Background: an optimization exercise with open tools, aiming at small area, a short achievable clock period and few clock cycles per item. Do not read the settings as production practice. The RTL was checked by simulation tests, not by an equivalence proof against the original design. No activity file was given, so power comes from the tool's default toggle rates.

## the baseline
==> flow/design.v <==
package cuckoo_pkg;
  localparam int DATA_W_DEF    = 32;
  localparam int IDX_W_DEF     = 5;
  localparam int MAX_KICKS_DEF = 16;
  localparam logic [1:0] ST_OK   = 2'b00;
  localparam logic [1:0] ST_DUP  = 2'b01;
  localparam logic [1:0] ST_FAIL = 2'b10;
  typedef enum logic [1:0] {S_IDLE, S_PROBE, S_DONE} state_t;
endpackage
module cuckoo_table
#(
  parameter int DATA_W = cuckoo_pkg::DATA_W_DEF,
  parameter int IDX_W  = cuckoo_pkg::IDX_W_DEF,
  parameter bit PORT_B = 1'b0
) (
  input  logic              clk,
  input  logic              rst,
  input  logic              clr,
  input  logic              we,
  input  logic [IDX_W-1:0]  wr_idx,
  input  logic [DATA_W-1:0] wr_key,
  input  logic [IDX_W-1:0]  wr_alt,
  input  logic [2**IDX_W-1:0] a_sel,
  output logic              a_valid,
  output logic [DATA_W-1:0] a_key,
  output logic [IDX_W-1:0]  a_alt,
  input  logic [2**IDX_W-1:0] b_sel,
  output logic              b_valid,
  output logic [DATA_W-1:0] b_key
);
  localparam int DEPTH = 2 ** IDX_W;
  localparam int EW    = DATA_W + IDX_W;
  logic [DEPTH-1:0] valid;
  logic [EW-1:0]    mem [DEPTH];
  logic [DEPTH-1:0] wsel;
  always_comb begin
    for (int j = 0; j < DEPTH; j++) wsel[j] = we && (wr_idx == IDX_W'(j));
  end
  always_ff @(posedge clk) begin
    for (int j = 0; j < DEPTH; j++) begin
      if (rst || clr)   valid[j] <= 1'b0;
      else if (wsel[j]) valid[j] <= 1'b1;
    end
  end
  always_ff @(posedge clk) begin
    for (int j = 0; j < DEPTH; j++) begin
      if (wsel[j]) mem[j] <= {wr_key, wr_alt};
    end
  end
  logic [EW-1:0]     adata;
  logic              avalid;
  logic [DATA_W-1:0] bdata;
  logic              bvalid;
  always_comb begin
    adata  = '0;
    avalid = 1'b0;
    bdata  = '0;
    bvalid = 1'b0;
    for (int j = 0; j < DEPTH; j++) begin
      adata  = adata | ({EW{a_sel[j]}} & mem[j]);
      avalid = avalid | (a_sel[j] & valid[j]);
      if (PORT_B) begin
        bdata  = bdata | ({DATA_W{b_sel[j]}} & mem[j][EW-1 -: DATA_W]);
        bvalid = bvalid | (b_sel[j] & valid[j]);
      end
    end
  end
  assign a_valid         = avalid;
  assign {a_key, a_alt}  = adata;
  assign b_valid         = bvalid;
  assign b_key           = bdata;
endmodule
module cuckoo_insert_ctrl
#(
  parameter int DATA_W    = cuckoo_pkg::DATA_W_DEF,
  parameter int IDX_W     = cuckoo_pkg::IDX_W_DEF,
  parameter int MAX_KICKS = cuckoo_pkg::MAX_KICKS_DEF
) (
  input  logic              clk,
  input  logic              rst,
  input  logic              req_valid,
  output logic              req_ready,
  input  logic [DATA_W-1:0] req_key,
  input  logic [IDX_W-1:0]  req_idx1,
  input  logic [IDX_W-1:0]  req_idx2,
  input  logic              clear,
  output logic              done_valid,
  output logic [1:0]        done_status,
  output logic [IDX_W:0]    done_kicks,
  output logic [DATA_W-1:0] orphan_key,
  output logic [IDX_W+1:0]  occupancy,
  input  logic              rd_tbl,
  input  logic [IDX_W-1:0]  rd_idx,
  output logic              rd_valid,
  output logic [DATA_W-1:0] rd_key
);
  localparam logic [IDX_W:0] KLAST = MAX_KICKS[IDX_W:0] - 2'd2;
  logic                busy;      
  logic                in_c;      
  logic                r_wait;    
  logic [IDX_W:0]      kicks;
  logic [DATA_W-1:0]   r_key, c_key, k_key;
  logic [IDX_W-1:0]    r_idx1, r_idx2, c_idx2, k_idx1, k_idx2;
  logic                p1_v, p2_v;   
  logic [IDX_W-1:0]    p1_idx, p2_idx, p1_alt, p2_alt;
  logic [DATA_W-1:0]   p1_key, p2_key;
  logic                r1_v, r2_v, rb_v;   
  logic [DATA_W-1:0]   r1_k, r2_k, rb_k;
  logic [IDX_W-1:0]    r1_alt, r2_alt;
  logic                t1_v, t2_v, b_v;    
  logic [DATA_W-1:0]   t1_k, t2_k, b_k;
  logic [IDX_W-1:0]    t1_alt, t2_alt;
  logic                f1, f2, fb;
  localparam int DEPTH = 2 ** IDX_W;
  logic [DEPTH-1:0]    s1, s2a, s2b;
  logic                dup, fail, ok1, ok2, fin, we2, free;
  logic                accept, tbl_clr;
  assign k_key  = in_c ? c_key  : r_key;
  assign k_idx2 = in_c ? c_idx2 : r_idx2;
  always_comb begin
    for (int j = 0; j < DEPTH; j++) begin
      s1[j]  = busy ? (k_idx1 == IDX_W'(j)) : (!rd_tbl && rd_idx == IDX_W'(j));
      s2b[j] = busy ? (r_idx2 == IDX_W'(j)) : ( rd_tbl && rd_idx == IDX_W'(j));
      s2a[j] = (t1_alt == IDX_W'(j));
    end
  end
  cuckoo_table #(.DATA_W(DATA_W), .IDX_W(IDX_W), .PORT_B(1'b0)) u_t1 (
    .clk(clk), .rst(rst), .clr(tbl_clr),
    .we(p1_v), .wr_idx(p1_idx), .wr_key(p1_key), .wr_alt(p1_alt),
    .a_sel(s1), .a_valid(r1_v), .a_key(r1_k), .a_alt(r1_alt),
    .b_sel('0), .b_valid(), .b_key()
  );
  cuckoo_table #(.DATA_W(DATA_W), .IDX_W(IDX_W), .PORT_B(1'b1)) u_t2 (
    .clk(clk), .rst(rst), .clr(tbl_clr),
    .we(p2_v), .wr_idx(p2_idx), .wr_key(p2_key), .wr_alt(p2_alt),
    .a_sel(s2a), .a_valid(r2_v), .a_key(r2_k), .a_alt(r2_alt),
    .b_sel(s2b), .b_valid(rb_v), .b_key(rb_k)
  );
  assign f1 = busy && p1_v && (p1_idx == k_idx1);
  assign f2 = p2_v && (p2_idx == t1_alt);
  assign fb = busy && p2_v && (p2_idx == r_idx2);
  assign t1_v   = f1 || r1_v;
  assign t1_k   = f1 ? p1_key : r1_k;
  assign t1_alt = f1 ? p1_alt : r1_alt;
  assign t2_v   = f2 || r2_v;
  assign t2_k   = f2 ? p2_key : r2_k;
  assign t2_alt = f2 ? p2_alt : r2_alt;
  assign b_v    = fb || rb_v;
  assign b_k    = fb ? p2_key : rb_k;
  assign rd_valid = rb_v | r1_v;
  assign rd_key   = rb_k | r1_k;
  assign dup   = !in_c && ((t1_v && t1_k == r_key) || (b_v && b_k == r_key));
  assign ok1   = !in_c && !t1_v && !dup;
  assign we2   = busy && !dup && t1_v;
  assign ok2   = we2 && !t2_v;
  assign fail  = we2 && t2_v && (kicks == KLAST);
  assign fin   = dup || fail || ok1 || ok2;
  assign free  = !busy || fin;
  assign tbl_clr   = clear && !busy;
  assign req_ready = !rst && !clear && !r_wait;
  assign accept    = req_valid && req_ready;
  assign orphan_key = c_key;
  always_ff @(posedge clk) begin
    if (rst) begin
      busy       <= 1'b0;
      r_wait     <= 1'b0;
      kicks      <= '0;
      p1_v       <= 1'b0;
      p2_v       <= 1'b0;
      done_valid <= 1'b0;
      occupancy  <= '0;
    end else begin
      busy       <= free ? (r_wait || accept) : 1'b1;
      r_wait     <= !free && (r_wait || accept);
      kicks      <= free ? '0 : kicks + 2'd2;
      p1_v       <= busy && !dup;
      p2_v       <= we2;
      done_valid <= busy && fin;
      if (tbl_clr) occupancy <= '0;
      else if (busy && (ok1 || ok2)) occupancy <= occupancy + 1'b1;
    end
  end
  always_ff @(posedge clk) begin
    in_c <= !free;
  end
  always_ff @(posedge clk) begin
    if (accept) begin
      r_key  <= req_key;
      r_idx1 <= req_idx1;
      r_idx2 <= req_idx2;
    end
  end
  always_ff @(posedge clk) begin
    c_key  <= t2_k;
    c_idx2 <= t1_alt;
    if (!free)       k_idx1 <= t2_alt;
    else if (r_wait) k_idx1 <= r_idx1;
    else             k_idx1 <= req_idx1;
  end
  always_ff @(posedge clk) begin
    p1_idx      <= k_idx1;
    p1_key      <= k_key;
    p1_alt      <= k_idx2;
    p2_idx      <= t1_alt;
    p2_key      <= t1_k;
    p2_alt      <= k_idx1;
    done_status <= dup ? cuckoo_pkg::ST_DUP : (fail ? cuckoo_pkg::ST_FAIL : cuckoo_pkg::ST_OK);
    done_kicks  <= kicks + {fail, ok2};
  end
endmodule
clock: 7.0 ns
lec_check: 0
cap_margin: 20
core_margin: 2
core_utilization: 40
cts_cluster_diameter: 60
cts_cluster_size: 24
setup_slack_margin: 1.2
slew_margin: 20
tns_end_percent: 10
standard.sh (not shown) runs the stock make flow with config.mk's settings and CLKGATE_MAP_FILE= SYNTH_SCRIPT=/design/flow/synth_recipe.tcl, a recipe that flattens the netlist after the stock synthesis.
==> flow/flow/run.sh <==
#!/bin/bash
# The standard layout (standard.sh, unchanged), except that buffer_ports
# gives every input and output port a sky130_fd_sc_hd__buf_4 rather than its
# default pick (a slow delay cell), which otherwise makes the I/O paths the
# critical ones and drives a lot of extra repair buffering.
# make's full output goes to standard.log; ORFS keeps each step's own log
# under orfs/logs/.
set -euo pipefail
export BUFFER_PORTS_ARGS="-buffer_cell sky130_fd_sc_hd__buf_4"
bash standard.sh > standard.log 2>&1
Testbench counts of the baseline, summed over its fixed seeds: cycles 3,425, items 2,535.
What the candidate does differently from the baseline at the input level:
--- a/flow/design.v
+++ b/flow/design.v
@@ -93,12 +93,14 @@
   input  logic [IDX_W-1:0]  rd_idx,
   output logic              rd_valid,
   output logic [DATA_W-1:0] rd_key
 );
   localparam logic [IDX_W:0] KLAST = MAX_KICKS[IDX_W:0] - 2'd2;
   logic                busy;      
+  logic                idle;      
+  logic                busy_d;
   logic                in_c;      
   logic                r_wait;    
   logic [IDX_W:0]      kicks;
   logic [DATA_W-1:0]   r_key, c_key, k_key;
   logic [IDX_W-1:0]    r_idx1, r_idx2, c_idx2, k_idx1, k_idx2;
   logic                p1_v, p2_v;   
@@ -116,14 +118,14 @@
   logic                dup, fail, ok1, ok2, fin, we2, free;
   logic                accept, tbl_clr;
   assign k_key  = in_c ? c_key  : r_key;
   assign k_idx2 = in_c ? c_idx2 : r_idx2;
   always_comb begin
     for (int j = 0; j < DEPTH; j++) begin
-      s1[j]  = busy ? (k_idx1 == IDX_W'(j)) : (!rd_tbl && rd_idx == IDX_W'(j));
-      s2b[j] = busy ? (r_idx2 == IDX_W'(j)) : ( rd_tbl && rd_idx == IDX_W'(j));
+      s1[j]  = idle ? (!rd_tbl && rd_idx == IDX_W'(j)) : (k_idx1 == IDX_W'(j));
+      s2b[j] = idle ? ( rd_tbl && rd_idx == IDX_W'(j)) : (r_idx2 == IDX_W'(j));
       s2a[j] = (t1_alt == IDX_W'(j));
     end
   end
   cuckoo_table #(.DATA_W(DATA_W), .IDX_W(IDX_W), .PORT_B(1'b0)) u_t1 (
     .clk(clk), .rst(rst), .clr(tbl_clr),
     .we(p1_v), .wr_idx(p1_idx), .wr_key(p1_key), .wr_alt(p1_alt),
@@ -153,27 +155,30 @@
   assign ok1   = !in_c && !t1_v && !dup;
   assign we2   = busy && !dup && t1_v;
   assign ok2   = we2 && !t2_v;
   assign fail  = we2 && t2_v && (kicks == KLAST);
   assign fin   = dup || fail || ok1 || ok2;
   assign free  = !busy || fin;
+  assign busy_d = free ? (r_wait || accept) : 1'b1;
   assign tbl_clr   = clear && !busy;
   assign req_ready = !rst && !clear && !r_wait;
   assign accept    = req_valid && req_ready;
   assign orphan_key = c_key;
   always_ff @(posedge clk) begin
     if (rst) begin
       busy       <= 1'b0;
+      idle       <= 1'b1;
       r_wait     <= 1'b0;
       kicks      <= '0;
       p1_v       <= 1'b0;
       p2_v       <= 1'b0;
       done_valid <= 1'b0;
       occupancy  <= '0;
     end else begin
-      busy       <= free ? (r_wait || accept) : 1'b1;
+      busy       <= busy_d;
+      idle       <= !busy_d;
       r_wait     <= !free && (r_wait || accept);
       kicks      <= free ? '0 : kicks + 2'd2;
       p1_v       <= busy && !dup;
       p2_v       <= we2;
       done_valid <= busy && fin;
       if (tbl_clr) occupancy <= '0;
## What came out
The candidate vs. the baseline: number of rows in the core area shows a reduction of 3; synthesized cell count shows a reduction of 10%; first-iteration DRC count shows a reduction of 2,622; wire length of the first global-routing pass shows a reduction of about 17%. [the candidate] die boundary width fell 9.1 µm relative to the baseline. Going from the baseline to the candidate, power per standard cell area grew by about 1.3%; routability congestion estimate from global placement fell about 6%.
Testbench counts of the candidate, summed over its fixed seeds: cycles 3,425, items 2,535.

[port drivers added, routing unchanged]
The results above use ideal ports. As a check the final layouts listed here were re-extracted and re-timed, cells and wires unchanged. Step 1 sets driving cells, clkbuf_16 on the clock port and buf_2 on the other inputs (assumed; they add their load-dependent delay and slew). Step 2, shift: input delay + t, output delay - t, t = (earliest + latest rising clock arrival at the registers) / 2. This alone moves slack from input paths to output paths. Slacks: ideal / step 1 / step 2; pairs: ideal / step 1.
| run | shift t [ns] | setup WS [ns] | worst setup path after step 2 | pins driven straight from the clock port |
|---|---|---|---|---|
| the baseline | 0.989 | 0.977 / 0.846 / 0.041 | input to register | 1 |
| the candidate | 0.981 | 1.027 / 0.901 / 0.249 | input to register | 1 |
After both steps setup and hold are still met in every run listed. For the baseline, which loses most, drivers alone change the setup slack by -0.131 ns; drivers and shift together by -0.936 ns.
